What follows belongs to an exercise in optimizing a design on an open flow for small area; a production flow would make more cautious choices. The RTL was checked by simulation tests, not by an equivalence proof against the original design. Power is estimated from default activity; no workload was simulated.

## design.v

```verilog
package sad_disparity_row_pkg;
    localparam int H_ACTIVE_DEF = 640;
    localparam int V_ACTIVE_DEF = 480;
    localparam int MAXD_DEF     = 16;
    localparam int WIN_DEF      = 5;
    function automatic logic lt11(input logic [10:0] x, input logic [10:0] y);
        logic r;
        r = 1'b0;
        for (int i = 0; i < 11; i++) begin
            r = (~x[i] & y[i]) | (~x[i] & r) | (y[i] & r);
        end
        lt11 = r;
    endfunction
    function automatic logic carry_la(input logic [7:0] x, input logic [7:0] y, input logic c5);
        logic g, p;
        g = (x[5] & y[5]);
        g = (x[6] & y[6]) | (x[6] & g) | (y[6] & g);
        g = (x[7] & y[7]) | (x[7] & g) | (y[7] & g);
        p = (x[5] | y[5]) & (x[6] | y[6]) & (x[7] | y[7]);
        carry_la = g | (p & c5);
    endfunction
endpackage
module sad_argmin (
    input  logic             clk,
    input  logic [15:0][10:0] sad_i,
    output logic [10:0]      min_o,
    output logic [3:0]       idx_o
);
    logic [7:0][10:0] v1;
    logic [7:0]       i1;
    logic [3:0][10:0] v2_d, v2_q;
    logic [3:0][1:0]  i2_d, i2_q;
    logic [1:0][10:0] v3;
    logic [1:0][2:0]  i3;
    logic [10:0] min_d;
    logic [3:0]  idx_d;
    always_comb begin
        for (int i = 0; i < 8; i++) begin
            i1[i] = sad_disparity_row_pkg::lt11(sad_i[2*i+1], sad_i[2*i]);
            v1[i] = i1[i] ? sad_i[2*i+1] : sad_i[2*i];
        end
        for (int i = 0; i < 4; i++) begin
            if (sad_disparity_row_pkg::lt11(v1[2*i+1], v1[2*i])) begin
                v2_d[i] = v1[2*i+1];
                i2_d[i] = {1'b1, i1[2*i+1]};
            end else begin
                v2_d[i] = v1[2*i];
                i2_d[i] = {1'b0, i1[2*i]};
            end
        end
        for (int i = 0; i < 2; i++) begin
            if (sad_disparity_row_pkg::lt11(v2_q[2*i+1], v2_q[2*i])) begin
                v3[i] = v2_q[2*i+1];
                i3[i] = {1'b1, i2_q[2*i+1]};
            end else begin
                v3[i] = v2_q[2*i];
                i3[i] = {1'b0, i2_q[2*i]};
            end
        end
        if (sad_disparity_row_pkg::lt11(v3[1], v3[0])) begin
            min_d = v3[1];
            idx_d = {1'b1, i3[1]};
        end else begin
            min_d = v3[0];
            idx_d = {1'b0, i3[0]};
        end
    end
    always_ff @(posedge clk) begin
        v2_q <= v2_d;
        i2_q <= i2_d;
        min_o <= min_d;
        idx_o <= idx_d;
    end
endmodule
module sad_disparity_row (
    input  logic        clk,
    input  logic        rst_n,
    input  logic [31:0] ix,
    input  logic [31:0] iy,
    input  logic [7:0]  a,
    input  logic [7:0]  b,
    output logic [31:0] ox,
    output logic [31:0] oy,
    output logic [3:0]  disp,
    output logic        disp_valid,
    output logic [10:0] cost
);
    localparam int MAXD = 16;
    localparam int WIN  = 5;
    localparam int BH   = MAXD + WIN;    
    localparam int AH   = WIN + 1;       
    logic active, row_start, vld_in;
    logic shift_en, hold_en;
    logic row_ok_q;
    logic [BH-1:0][7:0] bh_q;
    logic [AH-1:0][7:0] nah_q;           
    logic act1_q, start1_q;
    logic [MAXD-1:0][10:0] sum_q;
    logic [MAXD-1:0][10:0] sum_d;
    logic [10:0] min_sad;
    logic [3:0]  min_idx;
    logic [1:0][10:0] cost_p_q;
    logic [1:0][3:0]  disp_p_q;
    logic [5:0][31:0] ix_p_q;
    logic [5:0][31:0] iy_p_q;
    logic [5:0] v_p_q;
    logic [5:0] rv_p_q;
    assign active = (ix < 32'd640) && (iy < 32'd480);
    assign row_start = active && (ix == 32'd0);
    assign vld_in = active && row_ok_q && (ix >= 32'd19);
    assign shift_en = active & ~row_start;
    assign hold_en = ~active;
    always_ff @(posedge clk) begin
        bh_q[0] <= active ? b : bh_q[0];
        nah_q[0] <= active ? ~a : nah_q[0];
        for (int i = 1; i < BH; i++) begin
            bh_q[i] <= ({8{shift_en}} & bh_q[i-1]) | ({8{hold_en}} & bh_q[i]);
        end
        for (int i = 1; i < AH; i++) begin
            nah_q[i] <= ({8{shift_en}} & nah_q[i-1]) | ({8{hold_en}} & nah_q[i])
                      | {8{row_start}};
        end
        act1_q <= active;
        start1_q <= row_start;
    end
    always_comb begin
        for (int d = 0; d < MAXD; d++) begin
            logic [8:0] c1, c2;
            logic [7:0] t1, t2, u1, v2;
            logic co1, co2;
            logic [10:0] s, ps, pc;
            logic [11:0] r;
            c1[0] = 1'b0;
            c2[0] = 1'b0;
            for (int i = 0; i < 8; i++) begin
                t1[i] = (nah_q[0][i] ^ c1[i]) ^ bh_q[d][i];
                c1[i+1] = (nah_q[0][i] & bh_q[d][i]) | (c1[i] & nah_q[0][i]) | (c1[i] & bh_q[d][i]);
                t2[i] = (nah_q[AH-1][i] ^ c2[i]) ^ bh_q[d+WIN][i];
                c2[i+1] = (nah_q[AH-1][i] & bh_q[d+WIN][i]) | (c2[i] & nah_q[AH-1][i]) | (c2[i] & bh_q[d+WIN][i]);
            end
            co1 = sad_disparity_row_pkg::carry_la(nah_q[0], bh_q[d], c1[5]);
            co2 = sad_disparity_row_pkg::carry_la(nah_q[AH-1], bh_q[d+WIN], c2[5]);
            u1 = t1 ^ {8{~co1}};
            v2 = t2 ^ {8{co2}};
            s = start1_q ? 11'd0 : sum_q[d];
            for (int i = 0; i < 8; i++) begin
                ps[i] = s[i] ^ u1[i] ^ v2[i];
                pc[i] = (s[i] & u1[i]) | (s[i] & v2[i]) | (u1[i] & v2[i]);
            end
            ps[10:8] = ~s[10:8];
            pc[10:8] = s[10:8];
            sum_d[d] = ps + {pc[9:0], co1} + {10'd0, ~co2};
        end
    end
    always_ff @(posedge clk) begin
        if (act1_q) begin
            sum_q <= sum_d;
        end
    end
    sad_argmin u_argmin (
        .clk   (clk),
        .sad_i (sum_q),
        .min_o (min_sad),
        .idx_o (min_idx)
    );
    always_ff @(posedge clk) begin
        cost_p_q[0] <= min_sad;
        disp_p_q[0] <= min_idx;
        cost_p_q[1] <= cost_p_q[0];
        disp_p_q[1] <= disp_p_q[0];
        ix_p_q[0] <= ix;
        iy_p_q[0] <= iy;
        for (int i = 1; i < 6; i++) begin
            ix_p_q[i] <= ix_p_q[i-1];
            iy_p_q[i] <= iy_p_q[i-1];
        end
    end
    always_ff @(posedge clk or negedge rst_n) begin
        if (!rst_n) begin
            row_ok_q <= 1'b0;
            v_p_q <= '0;
            rv_p_q <= '0;
        end else begin
            row_ok_q <= row_ok_q | row_start;
            v_p_q <= {v_p_q[4:0], vld_in};
            rv_p_q <= {rv_p_q[4:0], 1'b1};
        end
    end
    assign ox = rv_p_q[5] ? ix_p_q[5] : 32'd0;
    assign oy = rv_p_q[5] ? iy_p_q[5] : 32'd0;
    assign disp_valid = v_p_q[5];
    assign disp = v_p_q[5] ? disp_p_q[1] : 4'd0;
    assign cost = v_p_q[5] ? cost_p_q[1] : 11'd0;
endmodule
```

## flow/run.sh

```bash
#!/bin/bash
# Standard ORFS layout with three changes:
#  - synthesis uses flow/synth.tcl (the standard flow's script, ABC with flow/abc_area.script)
#  - flow/fapol.py then removes inverters around full adders (self-dual flips)
#  - port buffers are buf_1 cells
set -euo pipefail
HERE=$PWD
MK=$(sed -n 's/^\(make .*\) "\${@:-finish}"$/\1/p' standard.sh | sed "s#SYNTH_SCRIPT=[^ ]*#SYNTH_SCRIPT=$HERE/flow/synth.tcl#")
RES=$HERE/orfs/results/$FLOW_PLATFORM/sad_disparity_row/base
echo "$MK" > make_cmd.log
export MY_ABC_SCRIPT=$HERE/flow/abc_area.script
eval "$MK $RES/1_2_yosys.v" > synth.log 2>&1
cp $RES/1_2_yosys.v 1_2_yosys_orig.v
python3 flow/fapol.py 1_2_yosys_orig.v $RES/1_2_yosys.v > fapol.log 2>&1
eval "$MK BUFFER_PORTS_ARGS='-buffer_cell sky130_fd_sc_hd__buf_1' finish" > finish.log 2>&1
: # left out here: write the final layout as DEF
```

## flow/abc_area.script

```
&get -n
&st
&dch
&nf
&put
buffer -c
topo
stime -c
upsize -c
dnsize -c
```

## flow/fapol.py

```python
#!/usr/bin/env python3
"""Remove inverters around full-adder cells in a Yosys-written sky130 netlist.

A full adder is self-dual: inverting all three inputs inverts both outputs.
Each fa cell may therefore be flipped (inputs and outputs complemented). This
script chooses flips that minimise the number of inverters, then rebuilds the
inverters: one per signal that is needed in the polarity its driver does not
provide. Everything else in the netlist is left as it is.

usage: fapol.py IN.v OUT.v
"""
import re
import sys

CELL_RE = re.compile(r'^\s*(sky130_fd_sc_hd__\w+)\s+(\S+)\s*\((.*?)\);', re.S | re.M)
PIN_RE = re.compile(r'\.(\w+)\(\s*(.*?)\s*\)(?=\s*,|\s*$)', re.S)
OUT_PINS = {'X', 'Y', 'Q', 'Q_N', 'COUT', 'SUM', 'HI', 'LO'}


def esc(n):
    return n + ' ' if n.startswith('\\') else n


def main(src, dst):
    text = open(src).read()
    mod_start = text.index('module ')
    body_start = text.index(';', mod_start) + 1
    end = text.rindex('endmodule')
    head = text[:body_start]
    body = text[body_start:end]

    ports = set()
    for m in re.finditer(r'^\s*(input|output)\s+(\[[^\]]*\]\s*)?(\S+);', body, re.M):
        ports.add(m.group(3))

    cells = []
    spans = []
    for m in CELL_RE.finditer(body):
        typ, name, pins_s = m.group(1), m.group(2), m.group(3)
        pins = [(p, n.strip()) for p, n in PIN_RE.findall(pins_s)]
        cells.append([typ, name, pins])
        spans.append((m.start(), m.end()))

    def base_of(net):
        # port bits such as ox[3] belong to port ox
        b = net.split('[')[0].strip()
        return b

    def is_port(net):
        return base_of(net) in ports or net in ports

    def is_const(net):
        return "'" in net

    driver = {}
    for i, (typ, name, pins) in enumerate(cells):
        for p, n in pins:
            if p in OUT_PINS:
                driver[n] = (i, p)

    def is_xor(i):
        return re.match(r'sky130_fd_sc_hd__x(n)?or[23]_\d+$', cells[i][0]) is not None

    def is_inv(i):
        return re.match(r'sky130_fd_sc_hd__(clk)?inv_\d+$', cells[i][0]) is not None

    # inverters that may be removed: input and output not a port or constant
    removable = set()
    for i, (typ, name, pins) in enumerate(cells):
        if is_inv(i):
            d = dict(pins)
            if not is_port(d['Y']) and not is_const(d['A']):
                removable.add(i)

    def root(net):
        par = 0
        seen = 0
        while net in driver and driver[net][0] in removable and seen < 100:
            net = dict(cells[driver[net][0]][2])['A']
            par ^= 1
            seen += 1
        return net, par

    fas = [i for i, c in enumerate(cells) if c[0].startswith('sky130_fd_sc_hd__fa_')]
    fa_idx = {i: k for k, i in enumerate(fas)}
    flip = [0] * len(fas)
    fixed = [False] * len(fas)

    # consumers: list of (root_net, parity, fa_k or None)
    # a consumer needs signal root^parity ^ (flip of consumer fa if any)
    consumers = {}
    flex = []
    fa_in = {k: [] for k in range(len(fas))}
    for i, (typ, name, pins) in enumerate(cells):
        if i in removable:
            continue
        k = fa_idx.get(i)
        for pi, (p, n) in enumerate(pins):
            if p in OUT_PINS:
                continue
            if is_const(n):
                if k is not None:
                    fixed[k] = True
                continue
            r, par = root(n)
            if is_xor(i):
                flex.append((i, pi, r, par))
                continue
            consumers.setdefault(r, []).append((i, pi, par, k))
            if k is not None:
                fa_in[k].append(r)
    # output ports driven through removable inverters: treat port as consumer
    port_cons = []
    for i in removable:
        pass

    # roots driven by fa outputs
    fa_out = {k: [] for k in range(len(fas))}
    root_fa = {}
    for k, i in enumerate(fas):
        for p, n in cells[i][2]:
            if p in OUT_PINS:
                fa_out[k].append(n)
                root_fa[n] = k
                if is_port(n):
                    fixed[k] = True


    def phys(r):
        k = root_fa.get(r)
        return flip[k] if k is not None else 0

    def need_inv(r):
        ph = phys(r)
        for (i, pi, par, k) in consumers.get(r, []):
            want = par ^ (flip[k] if k is not None else 0)
            if want != ph:
                return 1
        return 0

    def cost_local(k):
        rs = set(fa_in[k]) | set(fa_out[k])
        return sum(need_inv(r) for r in rs), rs

    total = sum(need_inv(r) for r in consumers)
    # carry chains: fa whose CIN root is another fa's COUT
    out_pin_fa = {}
    for k, i in enumerate(fas):
        d = dict(cells[i][2])
        out_pin_fa[d['COUT']] = k
    nxt = {}
    prv = {}
    for k, i in enumerate(fas):
        d = dict(cells[i][2])
        if is_const(d['CIN']):
            continue
        r, _ = root(d['CIN'])
        j = out_pin_fa.get(r)
        if j is not None and j not in nxt and k not in prv:
            nxt[j] = k
            prv[k] = j
    groups = []
    for k in range(len(fas)):
        if k in prv:
            continue
        ch = [k]
        while ch[-1] in nxt:
            ch.append(nxt[ch[-1]])
        # every contiguous run of the chain is a candidate group
        for a in range(len(ch)):
            for b in range(a + 1, len(ch) + 1):
                groups.append(ch[a:b])

    def try_flip(ks, allow_equal):
        if any(fixed[k] for k in ks):
            return False
        rs = set()
        for k in ks:
            rs |= set(fa_in[k]) | set(fa_out[k])
        before = sum(need_inv(r) for r in rs)
        for k in ks:
            flip[k] ^= 1
        after = sum(need_inv(r) for r in rs)
        if after < before or (allow_equal and after == before):
            return after < before
        for k in ks:
            flip[k] ^= 1
        return False

    import random
    rnd = random.Random(1)
    for rounds in range(40):
        improved = False
        for g in groups:
            if try_flip(g, False):
                improved = True
        if not improved:
            if rounds > 30:
                break
            order = list(range(len(fas)))
            rnd.shuffle(order)
            for k in order[:len(order) // 4]:
                try_flip([k], True)
    total2 = sum(need_inv(r) for r in consumers)

    # rebuild
    new_cells = []
    inv_net = {}
    ninv = 0
    for r in consumers:
        if need_inv(r):
            nn = '_fapol_n%d_' % ninv
            inv_net[r] = nn
            new_cells.append('  sky130_fd_sc_hd__inv_1 _fapol_i%d_ (\n    .A(%s),\n    .Y(%s)\n  );\n' % (ninv, esc(r), nn))
            ninv += 1
    for r in consumers:
        ph = phys(r)
        for (i, pi, par, k) in consumers[r]:
            want = par ^ (flip[k] if k is not None else 0)
            p, n = cells[i][2][pi]
            cells[i][2][pi] = (p, r if want == ph else inv_net[r])

    toggles = {}
    for (i, pi, r, par) in flex:
        ph = phys(r)
        p, n = cells[i][2][pi]
        cells[i][2][pi] = (p, r)
        if par ^ ph:
            toggles[i] = toggles.get(i, 0) ^ 1
    for i, t in toggles.items():
        if t:
            typ = cells[i][0]
            if '__xnor' in typ:
                cells[i][0] = typ.replace('__xnor', '__xor')
            else:
                cells[i][0] = typ.replace('__xor', '__xnor')
            if '2_' in typ:
                # xor2 drives X, xnor2 drives Y
                newp = 'Y' if '__xor2' in typ else 'X'
                cells[i][2] = [(newp if p in ('X', 'Y') else p, n) for p, n in cells[i][2]]
    out = []
    pos = 0
    for i, (s, e) in enumerate(spans):
        out.append(body[pos:s])
        if i not in removable:
            typ, name, pins = cells[i]
            out.append('\n  %s %s (\n%s\n  );' % (typ, name, ',\n'.join('    .%s(%s)' % (p, esc(n)) for p, n in pins)))
        pos = e
    out.append(body[pos:])
    newbody = ''.join(out)
    decl = ''.join('  wire %s;\n' % inv_net[r] for r in inv_net)
    res = head + '\n' + decl + newbody + ''.join(new_cells) + text[end:]
    open(dst, 'w').write(res)
    old_inv = sum(1 for i in range(len(cells)) if is_inv(i))
    print('fapol: %d fa cells, %d flipped, inverters %d -> %d (removable %d, kept %d, new %d)' % (
        len(fas), sum(flip), old_inv, old_inv - len(removable) + ninv, len(removable),
        old_inv - len(removable), ninv))


if __name__ == '__main__':
    main(sys.argv[1], sys.argv[2])
```

## flow/synth.tcl

```tcl
# The standard flow's synthesis script, with the ABC step given an area-leaning script
proc synth {args} { yosys synth -nofsm -noshare {*}$args }
proc abc {args} {
  set i [lsearch -exact $args -script]
  if {$i >= 0 && [info exists ::env(MY_ABC_SCRIPT)]} {
    set args [lreplace $args [expr {$i+1}] [expr {$i+1}] $::env(MY_ABC_SCRIPT)]
  }
  yosys abc {*}$args
}
source $::env(SCRIPTS_DIR)/synth.tcl
# left out here: clear keep_hierarchy, flatten, clean up, hide names made inside functions, write 1_2_yosys.v
```

## standard.sh

```bash
#!/bin/bash
# synth_recipe.tcl (not shown) runs the flow's synth.tcl, then flattens the netlist and writes it again
# the make line also repeats each setting of config.mk as NAME=value (left out here)
make -C /OpenROAD-flow-scripts/flow DESIGN_CONFIG=/design/flow/config.mk WORK_HOME=/design/flow/orfs CLKGATE_MAP_FILE= SYNTH_SCRIPT=/design/flow/synth_recipe.tcl "${@:-finish}"
```

## config.mk

```make
export PLATFORM = sky130hd
export DESIGN_NAME = sad_disparity_row
export DESIGN_NICKNAME = sad_disparity_row
export VERILOG_FILES = /design/flow/design.v
export SDC_FILE = /design/flow/constraint.sdc
export NUM_CORES = 4
export LEC_CHECK = 0
export CAP_MARGIN = 20
export CORE_MARGIN = 2
export CORE_UTILIZATION = 40
export CTS_BUF_LIST = sky130_fd_sc_hd__clkbuf_8
export CTS_CLUSTER_DIAMETER = 60
export CTS_CLUSTER_SIZE = 16
export SETUP_SLACK_MARGIN = 0.05
export SLEW_MARGIN = 20
```

## constraint.sdc

```tcl
create_clock -name core_clock -period 6.0 [get_ports {clk}]
set_input_delay 1.2000 -clock core_clock [delete_from_list [all_inputs] [get_ports {clk}]]
set_output_delay 1.2000 -clock core_clock [all_outputs]
set_load 0.01 [all_outputs]
```

==> results of run 1 <==
## per-stage QoR
stage	setup TNS (ns)	total power (µW)	hold WS, ns	instance area (µm²)
finish	0	10500	0.314	49700
global route	-0.0576	10900	0.329	49700
CTS	0	10700	0.322	49400
detailed placement	-0.103	6460	0.312	47500
global placement	0	6460	0.310	47500
floorplan	0	6400	0.310	44600
## state kept, by name (all words and copies together) (netlist names), 6 cells and up
name / count
u_argmin.i2_q: 8
nah_q: 48
sum_q: 176
iy_p_q: 192
ix_p_q: 192
bh_q: 168
u_argmin.min_o: 11
u_argmin.v2_q: 44
cost_p_q: 22
rv_p_q: 6
disp_p_q: 8
v_p_q: 6
## worst paths after layout
| check | cells past startpoint | end | from | slack [ns] |
|---|---|---|---|---|
| setup / recovery | 23 | sum_q[76]$_DFFE_PP_ | nah_q[0]$_DFFE_PP_ | 0.18 |
| hold / removal | 0 | ix_p_q[64]$_DFF_P_ | ix_p_q[32]$_DFF_P_ | 0.31 |
| setup reg to reg | 23 | sum_q[76]$_DFFE_PP_ | nah_q[0]$_DFFE_PP_ | 0.18 |
| hold reg to reg | 0 | ix_p_q[64]$_DFF_P_ | ix_p_q[32]$_DFF_P_ | 0.31 |
| max in group asynchronous | 1 | rv_p_q[0]$_DFF_PN0_ | rst_n | 5.13 |
| min in group asynchronous | 1 | rv_p_q[4]$_DFF_PN0_ | rst_n | 0.43 |
## metal layers
layer / wire length (µm) / part of all wire [%] / vias up
li1: - / - / 13700
met1: 51300 / 45 / 14000
met2: 50000 / 44 / 898
met3: 7430 / 6.6 / 233
met4: 4370 / 3.9 / 2
met5: 13 / 0.011 / -
## placed cells by master (no fill, tap or decap), drive strengths merged, types with 36 or more instances in the layout
cell type,n
dfxtp,683
inv,379
fa,352
buf,278
a21oi,257
xnor2,246
xor2,218
edfxtp,192
nand2,178
ha,176
o22ai,159
nor2,116
o21ai,112
nor2b,99
clkbuf,93
mux2i,86
and2,82
nand2b,76
a21o,68
a22o,64
maj3,43
nand3,36
## worst max-delay path, delay by kind of cell (launching register included)
family,cells,cell delay (ns)
adders and majority gates,9,3.23
and+or+nand+nor,2,0.18
DFF,1,0.42
buffers and inverters,2,0.26
xor gates and xnor gates,2,0.30
AOI/OAI and AO/OA,8,1.17
## power by group through the flow
stage                     registers (µW)  logic (µW)  clock network [µW]
after floorplan                     6360        35.6                   0
after global placement              6370        88.7                   0
after detailed placement            6370        88.0                   0
after CTS                           6230        88.7                4340
after global routing                6250        99.6                4560
final                               6230        86.4                4200
## timing repair
| item | in CTS | in global routing |
|---|---|---|
| resized for setup | 7 | 75 |
| endpoints found under the setup margin | 5 | 37 |
| buffers inserted | 0 | 6 |
| pin swaps | 1 | 33 |
## final cells by class
cell class,instances,area [µm²],share of cell area (%)
tap,1488,1860,3.74
multi-input combinational,2558,23300,46.8
timing repair buffer,278,1600,3.22
clock buffer,93,1280,2.57
clock inverter,60,652,1.31
inverter,336,1260,2.54
sequential,888,19800,39.8
antenna,4,10.0,0.0201
==> summary.log, run 1 <==
qor: status.status complete, no violations
qor: placement.io_buffer_count 161
qor: grt.via_count_of_the_first_global_routing_pass 28.3k
qor: power.intPower 7940 µW
qor: power.clockPowerShare 39.9%
qor: worst_setup_path.critical_path_arrival 6.37 ns
qor: timing.setup_viol 0
qor: die.die_w 338 µm
qor: clock_network.hold_buffers 0
qor: worst_setup_path.cpPeakStageDelay 0.49 ns
qor: clock_network.tritoncts_num_sinks 888
qor: finish.finish.net_count 4763
qor: clock_network.cts.reportedPaths.clkPinSlew 0.09 ns
qor: worst_setup_path.crit_path_end_kind register
qor: worst_setup_path.timing.critical_path.cells buf_6, ha_1, fa_2, fa_1, fa_1, fa_1, inv_1, maj3_1, a21oi_1, a21oi_2, xor2_2, fa_1, fa_2, fa_1, nand3_1, nand2_1, a21o_1, a21oi_2, o21bai_1, a21oi_2, o21bai_1, a21oi_2, xnor2_1
qor: worst_setup_path.critPathMaxFanout 7
qor: logic_synthesis.synthesis.nets 4530
qor: grt.gr-total-overflow 0
qor: finish.post_route_cells_drive_above_1_share 9.45%
qor: grt.antenna_found_initial 9
qor: timing.min_period 5.82 ns
qor: placement.dp_cells 5542
qor: placement.final_weighted_congestion_in_routability_driven_placement 0.922
qor: die.die_area 0.114 mm²
qor: grt.met2_usage 31.0%
qor: power.total_leakage_power 0.0214 µW
qor: detailed_routing.finalWirelength 113 mm
qor: power.power_frac_comb 0.8%
qor: power.p_sw_share 24.5%
qor: power.vdd.ir_drop.worst 0.148 mV
qor: power.cellPowerDensity 212 mW/mm²
qor: grt.grt_pass1_wl 171 mm
qor: worst_setup_path.required 6.55 ns
qor: worst_setup_path.worstSetupPathType reg -> reg
qor: grt.groute.layer.met3.usage 3.46%
qor: finish.fin_cells 5705
qor: clock_network.cts_tree built
qor: clock_network.worstSkewPairLatency 0.81 ns
qor: die.core_area 0.111 mm²
qor: timing.worst_slack 0.178 ns
qor: worst_hold_path.hp-class reg -> reg
qor: placement.dpl_worst_slack -0.0494 ns
qor: die.floorplan.io_pins 162
qor: logic_synthesis.synth_cells 3920
qor: timing.worst_slew_pin_slew 1.27 ns
qor: worst_setup_path.worst_setup_path_start_kind register
qor: grt.global_route.peak_usage_layer met2
qor: timing.rsz_0062_raised_after_global_routing true
qor: detailed_routing.routed-via-count 28.8k
qor: die.die_h 338 µm
qor: finish.fillers 10.3k
qor: finish.postLayoutCoreUtil 45.0%
qor: detailed_routing.postRouteAntennaNets 0
qor: worst_setup_path.cpMostUsedCell fa_1
qor: logic_synthesis.synth_area 0.0445 mm²
qor: die.row_count 122
qor: clock_network.clockBufferDepth 3
qor: timing.max-slew-margin-rel 14.3%
qor: timing.hold_viol 0
qor: timing.post-route-period-util 97.0%
qor: die.floorplan.initialDensity 40.3%
qor: grt.global_route.usage.total 19.9%
qor: logic_synthesis.postSynthAreaPerCell 11.4 µm²
qor: power.p_seq_share 59.2%
qor: clock_network.cts_max_level 3
qor: detailed_routing.post_drt_wl_per_cell 19.8 µm
qor: clock_network.tritoncts.num_buffers 91
qor: detailed_routing.avgViaCountPerCell 5.04
qor: placement.dpl.hpwl 86.3 mm
qor: timing.final_max_slew_viol_count 0
qor: worst_setup_path.slowest_stage fa_1
qor: detailed_routing.drtIter0Drc 2072
qor: detailed_routing.drt_pre_antenna_iters 5
qor: finish.flow.area_growth_from_synthesis 11.7%
qor: detailed_routing.post-route-drc-count 0
qor: timing.worst_clock_skew 0.0597 ns
qor: flow_run.timing.max_cap.violations 0
qor: clock_network.cell_chosen_for_the_clock_root clkbuf_8
qor: power.netSwitchingPower 2570 µW
qor: grt.met1_track_demand_over_resource 27.8%
qor: grt.grt_start_max_net_pins 149
qor: logic_synthesis.number_of_synthesis_warnings 2
qor: timing.fmax 172 MHz
==> run 2, diff against run 1 <==
--- a/flow/run.sh
+++ b/flow/run.sh
@@ -3,6 +3,7 @@
 #  - synthesis uses flow/synth.tcl (the standard flow's script, ABC with flow/abc_area.script)
 #  - flow/fapol.py then removes inverters around full adders (self-dual flips)
 #  - port buffers are buf_1 cells
+#  - clock tree: clkbuf_8 clusters of 16 sinks, no dummy loads
 set -euo pipefail
 HERE=$PWD
 MK=$(sed -n 's/^\(make .*\) "\${@:-finish}"$/\1/p' standard.sh | sed "s#SYNTH_SCRIPT=[^ ]*#SYNTH_SCRIPT=$HERE/flow/synth.tcl#")
@@ -12,5 +13,6 @@
 eval "$MK $RES/1_2_yosys.v" > synth.log 2>&1
 cp $RES/1_2_yosys.v 1_2_yosys_orig.v
 python3 flow/fapol.py 1_2_yosys_orig.v $RES/1_2_yosys.v > fapol.log 2>&1
-eval "$MK BUFFER_PORTS_ARGS='-buffer_cell sky130_fd_sc_hd__buf_1' finish" > finish.log 2>&1
+CTS="-sink_clustering_enable -repair_clock_nets -buf_list sky130_fd_sc_hd__clkbuf_8 -sink_clustering_size 16 -sink_clustering_max_diameter 60 -dont_use_dummy_load"
+eval "$MK BUFFER_PORTS_ARGS='-buffer_cell sky130_fd_sc_hd__buf_1' CTS_ARGS='$CTS' finish" > finish.log 2>&1
 : # left out here: write the final layout as DEF
==> flow/abc_area.script (replaced) <==
&get -n
&st
&dch
&nf
&put
--- a/config.mk
+++ b/config.mk
@@ -5,11 +5,11 @@
 export SDC_FILE = /design/flow/constraint.sdc
 export NUM_CORES = 4
 export LEC_CHECK = 0
-export CAP_MARGIN = 20
+export CAP_MARGIN = 5
 export CORE_MARGIN = 2
 export CORE_UTILIZATION = 40
 export CTS_BUF_LIST = sky130_fd_sc_hd__clkbuf_8
 export CTS_CLUSTER_DIAMETER = 60
 export CTS_CLUSTER_SIZE = 16
 export SETUP_SLACK_MARGIN = 0.05
-export SLEW_MARGIN = 20
+export SLEW_MARGIN = 5
==> summary.log, run 2 <==
qor: status.status complete, no violations [unchanged]
qor: finish.largestRegisters ix_p_q (192), iy_p_q (192), sum_q (176) [unchanged]
qor: finish.area.sequential 0.0198 mm² [unchanged]
qor: worst_hold_path.min_delay_path_depth 0 [unchanged]
qor: power.p_seq_share 65.1% [was 59.2%]
qor: grt.antenna_found_initial 9 [unchanged]
qor: power.cellPowerDensity 195 mW/mm² [was 212 mW/mm²]
qor: placement.placement.cell_area 0.0474 mm² [was 0.0475 mm²]
qor: worst_setup_path.critPathMaxFanout 8 [was 7]
qor: logic_synthesis.number_of_synthesis_warnings 2 [unchanged]
qor: clock_network.cts_max_level 3 [unchanged]
qor: clock_network.cts.reportedPaths.clkPinSlew 0.09 ns [about the same]
qor: detailed_routing.post-route-drc-count 0 [unchanged]
qor: grt.global_route.usage.total 19.9% [about the same]
qor: logic_synthesis.synth_area 0.0440 mm² [was 0.0445 mm²]
qor: finish.multi_input_area 0.0234 mm² [was 0.0233 mm²]
qor: worst_setup_path.critical_path_arrival 6.30 ns [was 6.37 ns]
qor: clock_network.tritoncts_num_sinks 888 [unchanged]
qor: timing.min_period 5.78 ns [was 5.82 ns]
qor: power.vdd.ir_drop.worst 0.138 mV [was 0.148 mV]
qor: worst_setup_path.worstSetupPathType reg -> reg [unchanged]
qor: placement.dpl.hpwl 86.4 mm [was 86.3 mm]
qor: timing.post-route-period-util 96.3% [was 97.0%]
qor: clock_network.cell_chosen_for_the_clock_root clkbuf_8 [unchanged]
qor: logic_synthesis.synth_cells 3782 [was 3920]
qor: detailed_routing.postRouteAntennaNets 0 [unchanged]
qor: placement.final_weighted_congestion_in_routability_driven_placement 0.889 [was 0.922]
qor: finish.highest_count_cells_in_the_layout_ignoring_fill_and_taps dfxtp_1, inv_1, fa_1, xnor2_1, a21oi_1 [unchanged]
qor: clock_network.worstSkewPairLatency 0.77 ns [was 0.81 ns]
qor: die.floorplan.io_pins 162 [unchanged]
qor: timing.fmax 173 MHz [was 172 MHz]
qor: clock_network.tritoncts.num_buffers 88 [was 91]
qor: timing.rsz_0062_raised_after_global_routing true [unchanged]
qor: worst_setup_path.timing.reg2reg.worst_path_depth 23 [unchanged]
qor: worst_setup_path.crit_path_start nah_q[0]$_DFFE_PP_ [unchanged]
qor: timing.worst_clock_skew 0.121 ns [was 0.0597 ns]
qor: grt.via_count_of_the_first_global_routing_pass 28.3k [about the same]
qor: die.row_count 121 [was 122]
qor: timing.worst_slew_pin_slew 1.14 ns [was 1.27 ns]
qor: timing.worst_slack 0.220 ns [was 0.178 ns]
qor: placement.dpl_worst_slack -0.0663 ns [was -0.0494 ns]
qor: die.floorplan.initialDensity 40.4% [was 40.3%]
qor: finish.finish.net_count 4767 [was 4763]
qor: placement.io_buffer_count 161 [unchanged]
qor: timing.setup_viol 0 [unchanged]
qor: grt.grt_pass1_wl 169 mm [was 171 mm]
qor: die.core_area 0.109 mm² [was 0.111 mm²]
qor: finish.flow.area_growth_from_synthesis 11.6% [was 11.7%]
qor: worst_setup_path.worst-r2r-setup-slack 0.22 ns [was 0.18 ns]
qor: worst_hold_path.hold_path_startpoint ix_p_q[18]$_DFF_P_ [was ix_p_q[32]$_DFF_P_]
qor: power.total_leakage_power 0.0209 µW [was 0.0214 µW]
qor: detailed_routing.avgViaCountPerCell 5.10 [was 5.04]
qor: power.netSwitchingPower 2030 µW [was 2570 µW]
qor: worst_hold_path.holdPathEnd ix_p_q[50]$_DFF_P_ [was ix_p_q[64]$_DFF_P_]
qor: flow_run.timing.max_cap.violations 0 [unchanged]
qor: detailed_routing.post_drt_wl_per_cell 20.0 µm [was 19.8 µm]
qor: detailed_routing.routed-via-count 28.4k [was 28.8k]
qor: worst_setup_path.crit_path_end_kind register [unchanged]
qor: power.power_frac_comb 0.9% [was 0.8%]
qor: logic_synthesis.synthesis.nets 4392 [was 4530]
qor: clock_network.hold_buffers 0 [unchanged]
qor: power.clockPowerShare 34.0% [was 39.9%]
qor: die.die_h 335 µm [was 338 µm]
qor: worst_hold_path.hp-class reg -> reg [unchanged]
qor: power.p_sw_share 21.2% [was 24.5%]
qor: timing.hold_viol 0 [unchanged]
qor: worst_setup_path.regToRegEndpoint sum_q[76]$_DFFE_PP_ [unchanged]
qor: detailed_routing.drt_pre_antenna_iters 5 [unchanged]
qor: detailed_routing.finalWirelength 111 mm [was 113 mm]
qor: grt.grt_start_max_net_pins 149 [unchanged]
qor: clock_network.cts_tree built [unchanged]
qor: finish.postLayoutCellArea 0.0490 mm² [was 0.0497 mm²]
qor: finish.fillers 10.1k [was 10.3k]
qor: timing.max-slew-margin-rel 23.8% [was 14.3%]
qor: logic_synthesis.postSynthAreaPerCell 11.6 µm² [was 11.4 µm²]
qor: grt.gr-total-overflow 0 [unchanged]
qor: die.die_area 0.113 mm² [was 0.114 mm²]
qor: die.die_w 335 µm [was 338 µm]
qor: worst_setup_path.worst_setup_path_start_kind register [unchanged]
qor: detailed_routing.drtIter0Drc 1906 [was 2072]
qor: finish.layout_commonest_cell dfxtp_1 [unchanged]
qor: clock_network.clockBufferDepth 3 [unchanged]
qor: finish.post_route_cells_drive_above_1_share 7.99% [was 9.45%]
qor: worst_setup_path.required 6.52 ns [was 6.55 ns]
qor: power.intPower 7540 µW [was 7940 µW]
qor: worst_setup_path.timing.rr.start nah_q[0]$_DFFE_PP_ [unchanged]
qor: timing.final_max_slew_viol_count 0 [unchanged]
[run 2: routing by layer]
layer / vias to the layer above / routed length [µm] / GRT usage [%]
met5: - / 0 / 0
met4: 0 / 3780 / 6.66
met3: 189 / 8060 / 4.27
met2: 867 / 49900 / 31.2
met1: 13800 / 49800 / 27.2
li1: 13600 / - / -
[run 2: worst max path at each step]
stage | endpoint | slack (ns)
6_report | sum_q[76]$_DFFE_PP_ | 0.22
3_3_place_gp | sum_q[142]$_DFFE_PP_ | 0.06
3_5_place_dp | sum_q[142]$_DFFE_PP_ | -0.07
5_1_grt | sum_q[142]$_DFFE_PP_ | 0.005
2_1_floorplan | nah_q[15]$_DFF_P_ | -0.44
4_1_cts | sum_q[142]$_DFFE_PP_ | 0.03
[run 2: power groups by stage]
stage	Sequential [µW]	Combinational (µW)	Clock, µW
after floorplan	6370	29.7	0
after global placement	6370	87.8	0
after detailed placement	6370	87.9	0
after CTS	6240	88.2	3380
after global routing	6250	96.6	3590
final	6230	85.4	3250
[run 2: layout make-up]
type | instances | share of cell area, %
multi-input cells | 2558 | 47.7
diodes | 3 | 0.0153
clock buffers | 88 | 2.47
repair buffers | 285 | 3.31
inverters | 336 | 2.58
flip-flops and latches | 888 | 40.3
well taps | 1414 | 3.61
[run 2: repair_timing]
item	CTS	global route
gates resized for setup	6	80
pin swaps	4	25
buffers inserted	1	10
setup endpoints to repair	6	31
[run 2: worst max-delay path, stage by stage, from the launching register on]
cell and delay [ns]:
edfxtp_1 0.41, buf_4 0.21, ha_1 0.22, fa_2 0.36, fa_1 0.39, fa_1 0.39
fa_1 0.36, inv_1 0.11, maj3_1 0.17, a21oi_1 0.09, a21oi_4 0.17, xor2_2 0.15
fa_1 0.46, fa_2 0.44, fa_1 0.46, nand3_1 0.10, nand2_1 0.08, a21o_1 0.20
a21oi_2 0.15, o21bai_1 0.10, a21oi_2 0.20, o21bai_1 0.10, a21oi_2 0.15, xnor2_1 0.08
[run 2: through the flow]
step | hold WS (ns) | setup TNS [ns] | utilization (%) | total power, µW | instances
floorplan | 0.310 | -45.69 | - | 6400 | 3782
global route | 0.267 | 0 | 45.1 | 9940 | 5571
finish | 0.260 | 0 | 45.1 | 9570 | 5572
detailed placement | 0.312 | -0.0710 | 43.6 | 6460 | 5470
CTS | 0.252 | 0 | 44.7 | 9700 | 5559
global placement | 0.310 | 0 | 43.6 | 6460 | 5470
==> run 3, diff against run 2 <==
--- a/config.mk
+++ b/config.mk
@@ -5,11 +5,12 @@
 export SDC_FILE = /design/flow/constraint.sdc
 export NUM_CORES = 4
 export LEC_CHECK = 0
-export CAP_MARGIN = 5
+export CAP_MARGIN = 20
 export CORE_MARGIN = 2
 export CORE_UTILIZATION = 40
 export CTS_BUF_LIST = sky130_fd_sc_hd__clkbuf_8
 export CTS_CLUSTER_DIAMETER = 60
 export CTS_CLUSTER_SIZE = 16
+export GPL_TIMING_DRIVEN = 0
 export SETUP_SLACK_MARGIN = 0.05
-export SLEW_MARGIN = 5
+export SLEW_MARGIN = 20
==> summary.log, run 3 <==
qor: grt.gr-total-overflow 0 [unchanged]
qor: clock_network.clockBufferDepth 3 [unchanged]
qor: worst_hold_path.hold_path_startpoint ix_p_q[148]$_DFF_P_ [was ix_p_q[18]$_DFF_P_]
qor: grt.met1_track_demand_over_resource 26.7% [was 27.2%]
qor: worst_setup_path.cpPeakStageDelay 0.47 ns [was 0.46 ns]
qor: worst_setup_path.slowest_stage fa_1 [unchanged]
qor: timing.worst_clock_skew 0.123 ns [was 0.121 ns]
qor: finish.fin_cells 5582 [was 5572]
qor: worst_setup_path.worst_setup_path_start_kind register [unchanged]
qor: timing.post-route-period-util 96.2% [was 96.3%]
qor: detailed_routing.post_drt_wl_per_cell 20.0 µm [about the same]
qor: worst_setup_path.timing.reg2reg.worst_path_depth 24 [was 23]
qor: logic_synthesis.synth_area 0.0440 mm² [unchanged]
qor: logic_synthesis.number_of_synthesis_warnings 2 [unchanged]
qor: clock_network.cts.reportedPaths.clkPinSlew 0.09 ns [about the same]
qor: clock_network.cts_max_level 3 [unchanged]
qor: finish.layout_commonest_cell dfxtp_1 [unchanged]
qor: status.status complete, no violations [unchanged]
qor: detailed_routing.drt_pre_antenna_iters 5 [unchanged]
qor: timing.rsz_0062_raised_after_global_routing true [unchanged]
qor: worst_setup_path.required 6.50 ns [was 6.52 ns]
qor: worst_setup_path.cpMostUsedCell fa_1 [unchanged]
qor: detailed_routing.avgViaCountPerCell 5.10 [about the same]
qor: clock_network.worstSkewPairLatency 0.79 ns [was 0.77 ns]
qor: die.floorplan.io_pins 162 [unchanged]
qor: worst_hold_path.hp-class reg -> reg [unchanged]
qor: grt.antenna_found_initial 4 [was 9]
qor: power.cellPowerDensity 191 mW/mm² [was 195 mW/mm²]
qor: worst_setup_path.crit_path_end_kind register [unchanged]
qor: placement.dp_cells 5392 [was 5470]
qor: finish.highest_count_cells_in_the_layout_ignoring_fill_and_taps dfxtp_1, inv_1, fa_1, xnor2_1, xor2_1 [was dfxtp_1, inv_1, fa_1, xnor2_1, a21oi_1]
qor: timing.max-slew-margin-rel 44.4% [was 23.8%]
qor: finish.finish.net_count 4779 [was 4767]
qor: power.vdd.ir_drop.worst 0.133 mV [was 0.138 mV]
qor: worst_setup_path.critical_path_arrival 6.27 ns [was 6.30 ns]
qor: timing.final_max_slew_viol_count 0 [unchanged]
qor: finish.postLayoutCellArea 0.0502 mm² [was 0.0490 mm²]
qor: finish.postLayoutCoreUtil 46.2% [was 45.1%]
qor: die.row_count 121 [unchanged]
qor: grt.grt_start_max_net_pins 73 [was 149]
qor: grt.via_count_of_the_first_global_routing_pass 28.2k [was 28.3k]
qor: worst_setup_path.worstSetupPathType reg -> reg [unchanged]
qor: power.total_leakage_power 0.0212 µW [was 0.0209 µW]
qor: grt.global_route.peak_usage_layer met2 [unchanged]
qor: logic_synthesis.synth_cells 3782 [unchanged]
qor: worst_setup_path.crit_path_start nah_q[0]$_DFFE_PP_ [unchanged]
qor: placement.final_weighted_congestion_in_routability_driven_placement 0.885 [was 0.889]
qor: finish.largestRegisters ix_p_q (192), iy_p_q (192), sum_q (176) [unchanged]
qor: worst_hold_path.min_delay_path_depth 0 [unchanged]
qor: finish.post_route_cells_drive_above_1_share 10.7% [was 7.99%]
qor: timing.hold_viol 0 [unchanged]
qor: finish.flow.area_growth_from_synthesis 14.3% [was 11.6%]
qor: grt.met2_usage 32.1% [was 31.2%]
qor: timing.setup_viol 0 [unchanged]
qor: clock_network.cts_tree built [unchanged]
qor: power.post-layout-total-power 9610 µW [was 9570 µW]
qor: worst_setup_path.timing.critical_path.buf_inv 3 [was 2]
qor: detailed_routing.finalWirelength 112 mm [was 111 mm]
qor: placement.placement.cell_area 0.0473 mm² [was 0.0474 mm²]
qor: detailed_routing.post-route-drc-count 0 [unchanged]
qor: worst_setup_path.timing.rr.start nah_q[0]$_DFFE_PP_ [unchanged]
qor: die.core_area 0.109 mm² [unchanged]
qor: detailed_routing.postRouteAntennaNets 0 [unchanged]
qor: placement.io_buffer_count 161 [unchanged]
qor: detailed_routing.drtIter0Drc 1898 [was 1906]
qor: placement.dpl_worst_slack -1.09 ns [was -0.0663 ns]
qor: detailed_routing.routed-via-count 28.5k [was 28.4k]
qor: grt.global_route.usage.total 19.8% [was 19.9%]
qor: timing.fmax 173 MHz [about the same]
qor: clock_network.cell_chosen_for_the_clock_root clkbuf_8 [unchanged]
qor: die.die_w 335 µm [unchanged]
qor: timing.min_period 5.77 ns [was 5.78 ns]
qor: timing.worst_slew_pin_slew 0.829 ns [was 1.14 ns]
qor: clock_network.tritoncts.num_buffers 90 [was 88]
qor: grt.groute.layer.met3.usage 3.61% [was 4.27%]
qor: die.floorplan.initialDensity 40.4% [unchanged]
qor: flow_run.timing.max_cap.violations 0 [unchanged]
qor: worst_setup_path.cpLargestDelayFamily adder cells [unchanged]
qor: die.die_area 0.113 mm² [unchanged]
qor: die.die_h 335 µm [unchanged]
qor: placement.dpl.hpwl 83.5 mm [was 86.4 mm]
qor: worst_setup_path.timing.critical_path.cells buf_12, buf_4, ha_1, fa_1, fa_1, fa_2, inv_1, fa_1, maj3_1, a21oi_1, a21oi_4, xor2_2, fa_1, fa_2, fa_1, nand3_1, nand2_1, nand3_1, nand2_1, nand3_1, nand2_1, a21o_1, a21oi_1, xnor2_1 [was buf_4, ha_1, fa_2, fa_1, fa_1, fa_1, inv_1, maj3_1, a21oi_1, a21oi_4, xor2_2, fa_1, fa_2, fa_1, nand3_1, nand2_1, a21o_1, a21oi_2, o21bai_1, a21oi_2, o21bai_1, a21oi_2, xnor2_1]
qor: grt.grt_pass1_wl 168 mm [was 169 mm]
qor: worst_setup_path.critPathMaxFanout 5 [was 8]
qor: worst_setup_path.cp_num_cells 24 [was 23]
qor: logic_synthesis.postSynthAreaPerCell 11.6 µm² [unchanged]
qor: clock_network.tritoncts_num_sinks 888 [unchanged]
qor: timing.worst_slack 0.227 ns [was 0.220 ns]
qor: logic_synthesis.synthesis.nets 4392 [unchanged]
## run 3: final timing paths
| kind | endpoint | slack (ns) |
|---|---|---|
| setup / recovery | sum_q[164]$_DFFE_PP_ | 0.23 |
| hold / removal | ix_p_q[180]$_DFF_P_ | 0.25 |
| setup reg to reg | sum_q[164]$_DFFE_PP_ | 0.23 |
| hold reg to reg | ix_p_q[180]$_DFF_P_ | 0.25 |
| max in group asynchronous | rv_p_q[5]$_DFF_PN0_ | 5.14 |
| min in group asynchronous | v_p_q[3]$_DFF_PN0_ | 0.40 |
## run 3: routing by layer
metal | wire length (µm) | share of wire, % | up-vias
li1 | - | - | 13600
met1 | 50000 | 45 | 13900
met2 | 51600 | 46 | 756
met3 | 7150 | 6.4 | 172
met4 | 3150 | 2.8 | 0
met5 | 0 | 0 | -
## run 3: cell type report
type	instances	area (µm²)
antenna	1	2.50
clock buffer	90	1240
fill	10000	58600
inverter	336	1280
multi-input combinational	2559	24000
sequential	888	19800
tap	1414	1770
timing repair buffer	294	2180
## run 3: metrics by stage
stage | setup TNS (ns) | hold WS (ns)
floorplan | -45.69 | 0.310
global placement | -1221.50 | 0.310
detailed placement | -34.54 | 0.312
CTS | 0 | 0.244
global route | 0 | 0.252
finish | 0 | 0.250
## run 3: power by group
part | switching, µW | total [µW] | internal [µW]
Sequential | 28.8 | 6240 | 6210
Combinational | 51.2 | 84.0 | 32.9
Clock | 1960 | 3290 | 1330
## run 3: worst reg2reg max path, delay by kind of cell (launching register included)
kind                       cells  cell delay, ns
AOI/OAI and AO/OA              4            0.73
buffers and inverters          3            0.45
xor gates and xnor gates       2            0.31
and+or+nand+nor                6            0.57
DFF                            1            0.41
adders and majority gates      9            3.11
## run 3: what timing repair did
| item | 4_1_cts | 5_1_grt |
|---|---|---|
| pin swaps | 13 | 44 |
| gates resized for setup | 76 | 118 |
| hold buffers | 0 | 0 |
| buffers inserted | 42 | 56 |
| gates cloned | 0 | 1 |
| setup endpoints to repair | 92 | 46 |
| endpoints found under the hold margin | 0 | 0 |
==> run 4, diff against run 3 <==
--- a/config.mk
+++ b/config.mk
@@ -11,6 +11,6 @@
 export CTS_BUF_LIST = sky130_fd_sc_hd__clkbuf_8
 export CTS_CLUSTER_DIAMETER = 60
 export CTS_CLUSTER_SIZE = 16
-export GPL_TIMING_DRIVEN = 0
+export PLACE_DENSITY = 0.45
 export SETUP_SLACK_MARGIN = 0.05
 export SLEW_MARGIN = 20
==> summary.log, run 4 <==
qor: status.status complete, no violations [unchanged]
qor: power.p_sw_share 21.3% [was 21.2%]
qor: finish.flow.area_growth_from_synthesis 12.1% [was 14.3%]
qor: grt.grt_start_max_net_pins 149 [was 73]
qor: placement.dp_cells 5489 [was 5392]
qor: placement.final_weighted_congestion_in_routability_driven_placement 0.854 [was 0.885]
qor: die.die_h 335 µm [unchanged]
qor: logic_synthesis.number_of_synthesis_warnings 2 [unchanged]
qor: worst_setup_path.worstSetupPathType reg -> reg [unchanged]
qor: timing.fmax 174 MHz [was 173 MHz]
qor: timing.min_period 5.74 ns [was 5.77 ns]
qor: finish.fin_cells 5591 [was 5582]
qor: timing.worst_slack 0.259 ns [was 0.227 ns]
qor: die.die_area 0.113 mm² [unchanged]
qor: power.post-layout-total-power 9690 µW [was 9610 µW]
qor: finish.post_route_cells_drive_above_1_share 8.29% [was 10.7%]
qor: detailed_routing.drtIter0Drc 1630 [was 1898]
qor: detailed_routing.post_drt_wl_per_cell 21.7 µm [was 20.0 µm]
qor: power.vdd.ir_drop.worst 0.137 mV [was 0.133 mV]
qor: timing.setup_viol 0 [unchanged]
qor: finish.finish.net_count 4788 [was 4779]
qor: timing.worst_slew_pin_slew 1.16 ns [was 0.829 ns]
qor: worst_setup_path.crit_path_end_kind register [unchanged]
qor: placement.dpl.hpwl 94.2 mm [was 83.5 mm]
qor: placement.io_buffer_count 161 [unchanged]
qor: flow_run.timing.max_cap.violations 0 [unchanged]
qor: power.clockPowerShare 34.8% [was 34.2%]
qor: clock_network.cts.reportedPaths.clkPinSlew 0.09 ns [about the same]
qor: detailed_routing.finalWirelength 121 mm [was 112 mm]
qor: grt.gr-total-overflow 0 [unchanged]
qor: detailed_routing.drt_pre_antenna_iters 5 [unchanged]
qor: clock_network.cts_max_level 3 [unchanged]
qor: clock_network.tritoncts.num_buffers 94 [was 90]
qor: die.floorplan.io_pins 162 [unchanged]
qor: logic_synthesis.synth_area 0.0440 mm² [unchanged]
qor: detailed_routing.post-route-drc-count 0 [unchanged]
qor: clock_network.cell_chosen_for_the_clock_root clkbuf_8 [unchanged]
qor: clock_network.cts_tree built [unchanged]
qor: timing.post-route-period-util 95.7% [was 96.2%]
qor: timing.hold_viol 0 [unchanged]
qor: power.power_frac_comb 0.8% [was 0.9%]
qor: power.p_seq_share 64.3% [was 64.9%]
qor: logic_synthesis.synthesis.nets 4392 [unchanged]
qor: worst_setup_path.worst_setup_path_start_kind register [unchanged]
qor: finish.largestRegisters ix_p_q (192), iy_p_q (192), sum_q (176) [unchanged]
qor: placement.dpl_worst_slack -0.0364 ns [was -1.09 ns]
qor: clock_network.clockBufferDepth 3 [unchanged]
qor: detailed_routing.avgViaCountPerCell 5.01 [was 5.10]
qor: clock_network.worstSkewPairLatency 0.75 ns [was 0.79 ns]
qor: worst_hold_path.hp-class reg -> reg [unchanged]
qor: timing.rsz_0062_raised_after_global_routing true [unchanged]
qor: worst_setup_path.cpMostUsedCell fa_1 [unchanged]
qor: grt.grt_pass1_wl 181 mm [was 168 mm]
qor: grt.antenna_found_initial 4 [unchanged]
qor: grt.via_count_of_the_first_global_routing_pass 28.4k [was 28.2k]
qor: die.die_w 335 µm [unchanged]
qor: worst_setup_path.critical_path_arrival 6.23 ns [was 6.27 ns]
qor: worst_setup_path.timing.critical_path.cells buf_4, ha_1, fa_1, fa_1, fa_1, fa_1, inv_1, maj3_1, a21oi_1, a21o_1, xor2_2, fa_1, fa_2, fa_1, nand3_1, nand2_1, a21o_1, a21oi_2, o21bai_1, a21oi_2, o21ai_1, xor2_1 [was buf_12, buf_4, ha_1, fa_1, fa_1, fa_2, inv_1, fa_1, maj3_1, a21oi_1, a21oi_4, xor2_2, fa_1, fa_2, fa_1, nand3_1, nand2_1, nand3_1, nand2_1, nand3_1, nand2_1, a21o_1, a21oi_1, xnor2_1]
qor: grt.global_route.usage.total 21.7% [was 19.8%]
qor: die.floorplan.initialDensity 40.4% [unchanged]
qor: timing.final_max_slew_viol_count 0 [unchanged]
qor: worst_setup_path.required 6.49 ns [was 6.50 ns]
qor: die.row_count 121 [unchanged]
qor: logic_synthesis.postSynthAreaPerCell 11.6 µm² [unchanged]
qor: worst_setup_path.cpPeakStageDelay 0.49 ns [was 0.47 ns]
qor: finish.highest_count_cells_in_the_layout_ignoring_fill_and_taps dfxtp_1, inv_1, fa_1, xnor2_1, a21oi_1 [was dfxtp_1, inv_1, fa_1, xnor2_1, xor2_1]
qor: power.total_leakage_power 0.0211 µW [was 0.0212 µW]
qor: timing.hold_slack 0.293 ns [was 0.250 ns]
qor: power.intPower 7620 µW [was 7570 µW]
qor: logic_synthesis.synth_cells 3782 [unchanged]
qor: detailed_routing.postRouteAntennaNets 0 [unchanged]
qor: detailed_routing.routed-via-count 28.0k [was 28.5k]
qor: timing.max-slew-margin-rel 21.8% [was 44.4%]
qor: power.netSwitchingPower 2070 µW [was 2040 µW]
qor: worst_setup_path.critPathMaxFanout 8 [was 5]
qor: timing.worst_clock_skew 0.0792 ns [was 0.123 ns]
qor: clock_network.tritoncts_num_sinks 888 [unchanged]
qor: worst_setup_path.slowest_stage fa_1 [unchanged]
qor: die.core_area 0.109 mm² [unchanged]
qor: finish.layout_commonest_cell dfxtp_1 [unchanged]
qor: power.cellPowerDensity 197 mW/mm² [was 191 mW/mm²]
-- run 4: metal layers --
metal	track usage, %	wire length (µm)	up-vias
li1	-	-	13700
met1	30.4	57100	13600
met2	35.1	55600	618
met3	2.91	5630	143
met4	6.16	3090	0
met5	0	0	-
-- run 4: area by class of cell --
type / instances / area, µm²
Antenna cell: 1 / 2.50
Sequential cell: 888 / 19800
Inverter: 336 / 1260
Multi-Input combinational cell: 2558 / 23400
Fill cell: 10300 / 59600
Clock buffer: 94 / 1290
Timing Repair Buffer: 300 / 1790
Tap cell: 1414 / 1770
-- run 4: power by group through the flow --
stage / registers (µW) / clock network (µW) / logic, µW
2_1_floorplan: 6370 / 0 / 29.7
3_3_place_gp: 6370 / 0 / 81.9
3_5_place_dp: 6380 / 0 / 80.3
4_1_cts: 6240 / 3570 / 80.8
5_1_grt: 6250 / 3760 / 89.1
6_report: 6240 / 3380 / 78.3
-- run 4: timing repair --
item,4_1_cts,5_1_grt
hold buffers,0,0
pin swaps,0,31
gates resized for setup,2,67
cloned,0,0
setup buffers,0,7
setup endpoints to repair,2,26
-- run 4: through the flow --
step	area, µm²	utilization (%)	setup TNS (ns)
final	49300	45.3	0
after global routing	49300	45.3	-0.0300
after CTS	48900	44.9	0
after detailed placement	47600	43.8	-0.0364
after global placement	47600	43.8	0
after floorplan	44100	-	-45.69
-- run 4: path summary, 6_finish.rpt --
kind / to / slack, ns / depth (start not counted) / startpoint
min reg2reg: ix_p_q[39]$_DFF_P_ / 0.29 / 0 / ix_p_q[7]$_DFF_P_
min in group asynchronous: rv_p_q[5]$_DFF_PN0_ / 0.47 / 1 / rst_n
min: ix_p_q[39]$_DFF_P_ / 0.29 / 0 / ix_p_q[7]$_DFF_P_
max in group asynchronous: rv_p_q[5]$_DFF_PN0_ / 5.04 / 1 / rst_n
max: sum_q[131]$_DFFE_PP_ / 0.26 / 22 / nah_q[40]$_DFF_P_
max reg2reg: sum_q[131]$_DFFE_PP_ / 0.26 / 22 / nah_q[40]$_DFF_P_
-- run 4: worst max-delay path, delay by kind of cell (launching register included) --
family	cells	cell delay [ns]
and+or+nand+nor	2	0.20
buffers and inverters	2	0.28
DFF	1	0.38
adders and majority gates	9	3.33
xor gates and xnor gates	2	0.31
AOI/OAI and AO/OA	7	0.99
==> run 5, diff against run 4 <==
--- a/config.mk
+++ b/config.mk
@@ -11,6 +11,5 @@
 export CTS_BUF_LIST = sky130_fd_sc_hd__clkbuf_8
 export CTS_CLUSTER_DIAMETER = 60
 export CTS_CLUSTER_SIZE = 16
-export PLACE_DENSITY = 0.45
 export SETUP_SLACK_MARGIN = 0.05
 export SLEW_MARGIN = 20
==> summary.log, run 5 <==
qor: power.netSwitchingPower 2030 µW [was 2070 µW]
qor: power.total_leakage_power 0.0209 µW [was 0.0211 µW]
qor: clock_network.cts.reportedPaths.clkPinSlew 0.09 ns [about the same]
qor: detailed_routing.finalWirelength 111 mm [was 121 mm]
qor: detailed_routing.drtIter0Drc 1906 [was 1630]
qor: placement.io_buffer_count 161 [unchanged]
qor: timing.max-slew-margin-rel 23.8% [was 21.8%]
qor: timing.post-route-period-util 96.3% [was 95.7%]
qor: finish.fillers 10.1k [was 10.3k]
qor: timing.worst_clock_skew 0.121 ns [was 0.0792 ns]
qor: power.p_sw_share 21.2% [was 21.3%]
qor: die.die_w 335 µm [unchanged]
qor: finish.flow.area_growth_from_synthesis 11.6% [was 12.1%]
qor: clock_network.tritoncts.num_buffers 88 [was 94]
qor: clock_network.tritoncts_num_sinks 888 [unchanged]
qor: clock_network.clockBufferDepth 3 [unchanged]
qor: timing.min_period 5.78 ns [was 5.74 ns]
qor: timing.final_max_slew_viol_count 0 [unchanged]
qor: clock_network.hold_buffers 0 [unchanged]
qor: timing.rsz_0062_raised_after_global_routing true [unchanged]
qor: grt.grt_start_max_net_pins 149 [unchanged]
qor: worst_setup_path.critPathMaxFanout 8 [unchanged]
qor: die.row_count 121 [unchanged]
qor: clock_network.cts_tree built [unchanged]
qor: detailed_routing.avgViaCountPerCell 5.10 [was 5.01]
qor: worst_hold_path.hp-class reg -> reg [unchanged]
qor: die.floorplan.initialDensity 40.4% [unchanged]
qor: power.clockPowerShare 34.0% [was 34.8%]
qor: die.core_area 0.109 mm² [unchanged]
qor: detailed_routing.post_drt_wl_per_cell 20.0 µm [was 21.7 µm]
qor: placement.dp_cells 5470 [was 5489]
qor: clock_network.cell_chosen_for_the_clock_root clkbuf_8 [unchanged]
qor: finish.highest_count_cells_in_the_layout_ignoring_fill_and_taps dfxtp_1, inv_1, fa_1, xnor2_1, a21oi_1 [unchanged]
qor: logic_synthesis.synthesis.nets 4392 [unchanged]
qor: worst_setup_path.worstSetupPathType reg -> reg [unchanged]
qor: finish.postLayoutCoreUtil 45.1% [was 45.3%]
qor: power.vdd.ir_drop.worst 0.138 mV [was 0.137 mV]
qor: finish.layout_commonest_cell dfxtp_1 [unchanged]
qor: logic_synthesis.synth_area 0.0440 mm² [unchanged]
qor: die.die_h 335 µm [unchanged]
qor: finish.fin_cells 5572 [was 5591]
qor: clock_network.cts_max_level 3 [unchanged]
qor: power.p_seq_share 65.1% [was 64.3%]
qor: die.die_area 0.113 mm² [unchanged]
qor: placement.final_weighted_congestion_in_routability_driven_placement 0.889 [was 0.854]
qor: logic_synthesis.postSynthAreaPerCell 11.6 µm² [unchanged]
qor: grt.via_count_of_the_first_global_routing_pass 28.3k [was 28.4k]
qor: timing.hold_viol 0 [unchanged]
qor: timing.setup_viol 0 [unchanged]
qor: flow_run.timing.max_cap.violations 0 [unchanged]
qor: worst_setup_path.crit_path_end_kind register [unchanged]
qor: grt.antenna_found_initial 9 [was 4]
qor: status.status complete, no violations [unchanged]
qor: worst_setup_path.required 6.52 ns [was 6.49 ns]
qor: grt.gr-total-overflow 0 [unchanged]
qor: power.intPower 7540 µW [was 7620 µW]
qor: detailed_routing.post-route-drc-count 0 [unchanged]
qor: power.cellPowerDensity 195 mW/mm² [was 197 mW/mm²]
qor: logic_synthesis.number_of_synthesis_warnings 2 [unchanged]
qor: finish.finish.net_count 4767 [was 4788]
qor: grt.global_route.usage.total 19.9% [was 21.7%]
qor: clock_network.worstSkewPairLatency 0.77 ns [was 0.75 ns]
qor: detailed_routing.postRouteAntennaNets 0 [unchanged]
qor: detailed_routing.routed-via-count 28.4k [was 28.0k]
qor: logic_synthesis.synth_cells 3782 [unchanged]
qor: worst_setup_path.worst_setup_path_start_kind register [unchanged]
qor: finish.largestRegisters ix_p_q (192), iy_p_q (192), sum_q (176) [unchanged]
qor: timing.fmax 173 MHz [was 174 MHz]
qor: placement.dpl.hpwl 86.4 mm [was 94.2 mm]
qor: finish.multi_input_area 0.0234 mm² [about the same]
qor: die.floorplan.io_pins 162 [unchanged]
qor: timing.worst_slew_pin_slew 1.14 ns [was 1.16 ns]
qor: finish.area.sequential 0.0198 mm² [about the same]
qor: grt.grt_pass1_wl 169 mm [was 181 mm]
qor: detailed_routing.drt_pre_antenna_iters 5 [unchanged]
qor: finish.post_route_cells_drive_above_1_share 7.99% [was 8.29%]
qor: worst_setup_path.critical_path_arrival 6.30 ns [was 6.23 ns]
qor: power.power_frac_comb 0.9% [was 0.8%]
## run 5: layer usage
metal / share of wire (%) / wire, µm / GRT usage, % / vias up
met5: 0 / 0 / 0 / -
met4: 3.4 / 3780 / 6.66 / 0
met3: 7.2 / 8060 / 4.27 / 189
met2: 45 / 49900 / 31.2 / 867
met1: 45 / 49800 / 27.2 / 13800
li1: - / - / - / 13600
## run 5: power groups by stage
stage                     clock network [µW]  logic (µW)  registers [µW]
after floorplan                            0        29.7            6370
after global placement                     0        87.8            6370
after detailed placement                   0        87.9            6370
after CTS                               3380        88.2            6240
after global routing                    3590        96.6            6250
final                                   3250        85.4            6230
## run 5: critical path, stage by stage (launching register included)
cell	delay, ns
edfxtp_1	0.41
buf_4	0.21
ha_1	0.22
fa_2	0.36
fa_1	0.39
fa_1	0.39
fa_1	0.36
inv_1	0.11
maj3_1	0.17
a21oi_1	0.09
a21oi_4	0.17
xor2_2	0.15
fa_1	0.46
fa_2	0.44
fa_1	0.46
nand3_1	0.10
nand2_1	0.08
a21o_1	0.20
a21oi_2	0.15
o21bai_1	0.10
a21oi_2	0.20
o21bai_1	0.10
a21oi_2	0.15
xnor2_1	0.08
## run 5: final timing paths
check / from / endpoint / slack [ns] / cells past startpoint
setup / recovery: nah_q[0]$_DFFE_PP_ / sum_q[76]$_DFFE_PP_ / 0.22 / 23
hold / removal: ix_p_q[18]$_DFF_P_ / ix_p_q[50]$_DFF_P_ / 0.26 / 0
setup reg to reg: nah_q[0]$_DFFE_PP_ / sum_q[76]$_DFFE_PP_ / 0.22 / 23
hold reg to reg: ix_p_q[18]$_DFF_P_ / ix_p_q[50]$_DFF_P_ / 0.26 / 0
max in group asynchronous: rst_n / v_p_q[0]$_DFF_PN0_ / 5.13 / 1
min in group asynchronous: rst_n / rv_p_q[4]$_DFF_PN0_ / 0.42 / 1
## run 5: per-stage QoR
step	cell area [µm²]	setup TNS, ns	power, µW	hold slack [ns]	setup WS [ns]
finish	49000	0	9570	0.260	0.220
detailed placement	47400	-0.0710	6460	0.312	-0.0663
floorplan	44100	-45.69	6400	0.310	-0.443
CTS	48700	0	9700	0.252	0.0275
global placement	47400	0	6460	0.310	0.0634
global route	49000	0	9940	0.267	0.00478
## run 5: area by class of cell
type	count	share of cell area (%)
Multi-Input combinational cell	2558	47.7
Sequential cell	888	40.3
Tap cell	1414	3.61
Timing Repair Buffer	285	3.31
Inverter	336	2.58
Clock buffer	88	2.47
Antenna cell	3	0.0153
## run 5: timing repair
action | CTS | global route
resized for setup | 6 | 80
pin swaps | 4 | 25
setup buffers | 1 | 10
setup endpoints to repair | 6 | 31
==> run 6, diff against run 5 <==
--- a/config.mk
+++ b/config.mk
@@ -7,9 +7,10 @@
 export LEC_CHECK = 0
 export CAP_MARGIN = 20
 export CORE_MARGIN = 2
-export CORE_UTILIZATION = 40
+export CORE_UTILIZATION = 55
 export CTS_BUF_LIST = sky130_fd_sc_hd__clkbuf_8
 export CTS_CLUSTER_DIAMETER = 60
 export CTS_CLUSTER_SIZE = 16
+export PLACE_DENSITY = 0.7
 export SETUP_SLACK_MARGIN = 0.05
 export SLEW_MARGIN = 20
==> summary.log, run 6 <==
qor: status.status complete, no violations [unchanged]
qor: timing.finalSetupTns 0 ns [unchanged]
qor: finish.layout_commonest_cell dfxtp_1 [unchanged]
qor: power.p_sw_share 20.7% [was 21.2%]
qor: power.netSwitchingPower 1940 µW [was 2030 µW]
qor: finish.postLayoutCellArea 0.0486 mm² [was 0.0490 mm²]
qor: detailed_routing.finalWirelength 107 mm [was 111 mm]
qor: clock_network.cts_max_level 3 [unchanged]
qor: detailed_routing.postRouteAntennaNets 0 [unchanged]
qor: timing.max-slew-margin-rel 26.3% [was 23.8%]
qor: placement.placement.cell_area 0.0469 mm² [was 0.0474 mm²]
qor: clock_network.hold_buffers 0 [unchanged]
qor: logic_synthesis.synth_cells 3782 [unchanged]
qor: detailed_routing.routed-via-count 28.7k [was 28.4k]
qor: worst_setup_path.timing.rr.start nah_q[0]$_DFFE_PP_ [unchanged]
qor: timing.worst_clock_skew 0.112 ns [was 0.121 ns]
qor: detailed_routing.post_drt_wl_per_cell 20.7 µm [was 20.0 µm]
qor: die.floorplan.initialDensity 55.6% [was 40.4%]
qor: power.p_seq_share 66.6% [was 65.1%]
qor: power.clockPowerShare 32.6% [was 34.0%]
qor: finish.largestRegisters ix_p_q (192), iy_p_q (192), sum_q (176) [unchanged]
qor: placement.final_weighted_congestion_in_routability_driven_placement 0.932 [was 0.889]
qor: grt.antenna_found_initial 5 [was 9]
qor: timing.hold_slack 0.252 ns [was 0.260 ns]
qor: timing.hold_viol 0 [unchanged]
qor: placement.io_buffer_count 161 [unchanged]
qor: power.power_frac_comb 0.8% [was 0.9%]
qor: logic_synthesis.synth_area 0.0440 mm² [unchanged]
qor: logic_synthesis.synthesis.nets 4392 [unchanged]
qor: power.intPower 7430 µW [was 7540 µW]
qor: placement.dp_cells 5097 [was 5470]
qor: die.core_area 0.0790 mm² [was 0.109 mm²]
qor: worst_setup_path.worst_setup_path_start_kind register [unchanged]
qor: worst_setup_path.worst-r2r-setup-slack 0.23 ns [was 0.22 ns]
==> run 6: how the worst max path moves through the flow <==
| stage | startpoint | slack (ns) | to | cells past startpoint |
|---|---|---|---|---|
| floorplan | iy[31] | -0.44 | nah_q[15]$_DFF_P_ | 7 |
| global placement | nah_q[0]$_DFFE_PP_ | 0.04 | sum_q[142]$_DFFE_PP_ | 22 |
| detailed placement | nah_q[0]$_DFFE_PP_ | -0.09 | sum_q[142]$_DFFE_PP_ | 22 |
| CTS | nah_q[0]$_DFFE_PP_ | 0.01 | sum_q[142]$_DFFE_PP_ | 22 |
| global route | sum_q[11]$_DFFE_PP_ | -0.02 | u_argmin.v2_q[5]$_DFF_P_ | 17 |
| finish | nah_q[0]$_DFFE_PP_ | 0.23 | sum_q[32]$_DFFE_PP_ | 25 |
==> run 6: worst max-delay path, stage by stage, from the launching register on <==
cell,delay (ns)
edfxtp_1,0.41
buf_12,0.17
buf_6,0.15
ha_2,0.19
fa_2,0.18
inv_1,0.05
fa_1,0.38
fa_2,0.35
fa_2,0.36
maj3_1,0.39
a21oi_2,0.16
a21o_2,0.13
xnor2_2,0.12
fa_1,0.46
fa_2,0.43
fa_2,0.41
nand3_1,0.11
nand2_2,0.09
a21oi_2,0.14
nor2_1,0.05
nor2_1,0.14
o21bai_1,0.11
a21oi_2,0.17
o21bai_1,0.10
a21oi_2,0.14
xnor2_1,0.08
==> run 6: area by class of cell <==
class                           instances  share of cell area [%]
Sequential cell                       888                    40.7
Clock buffer                           80                    2.27
Multi-Input combinational cell       2558                    48.5
Tap cell                             1050                    2.70
Antenna cell                            2                  0.0103
Inverter                              336                    2.60
Timing Repair Buffer                  278                    3.23
==> run 6: what timing repair did <==
action,CTS,global route
cloned,0,0
setup endpoints to repair,5,36
gates resized for setup,9,129
setup buffers,2,11
pin swaps,3,34
==> run 6: through the flow <==
| stage | worst slack (ns) | utilization, % |
|---|---|---|
| 2_1_floorplan | -0.443 | - |
| 3_3_place_gp | 0.0405 | 59.3 |
| 3_5_place_dp | -0.0857 | 59.3 |
| 4_1_cts | 0.0110 | 60.8 |
| 5_1_grt | -0.0215 | 61.5 |
| 6_report | 0.228 | 61.5 |
==> run 6: per-layer routing <==
metal,wire [µm],vias up
met3,8980,226
met4,4480,0
met1,45400,13900
met5,0,-
li1,-,13600
met2,48500,1023
==> run 6: power groups by stage <==
stage	clock network, µW	logic (µW)	registers (µW)
2_1_floorplan	0	29.7	6370
3_3_place_gp	0	80.1	6370
3_5_place_dp	0	81.8	6370
4_1_cts	3140	82.2	6240
5_1_grt	3350	90.4	6250
6_report	3050	79.6	6230

Check on run 6: ideal ports give 0.228 ns setup slack; a clkbuf_16 on the clock port and buf_2 on the inputs give 0.228 ns; moving port delays by the midpoint clock arrival (0.749 ns) as well gives 0.228 ns.
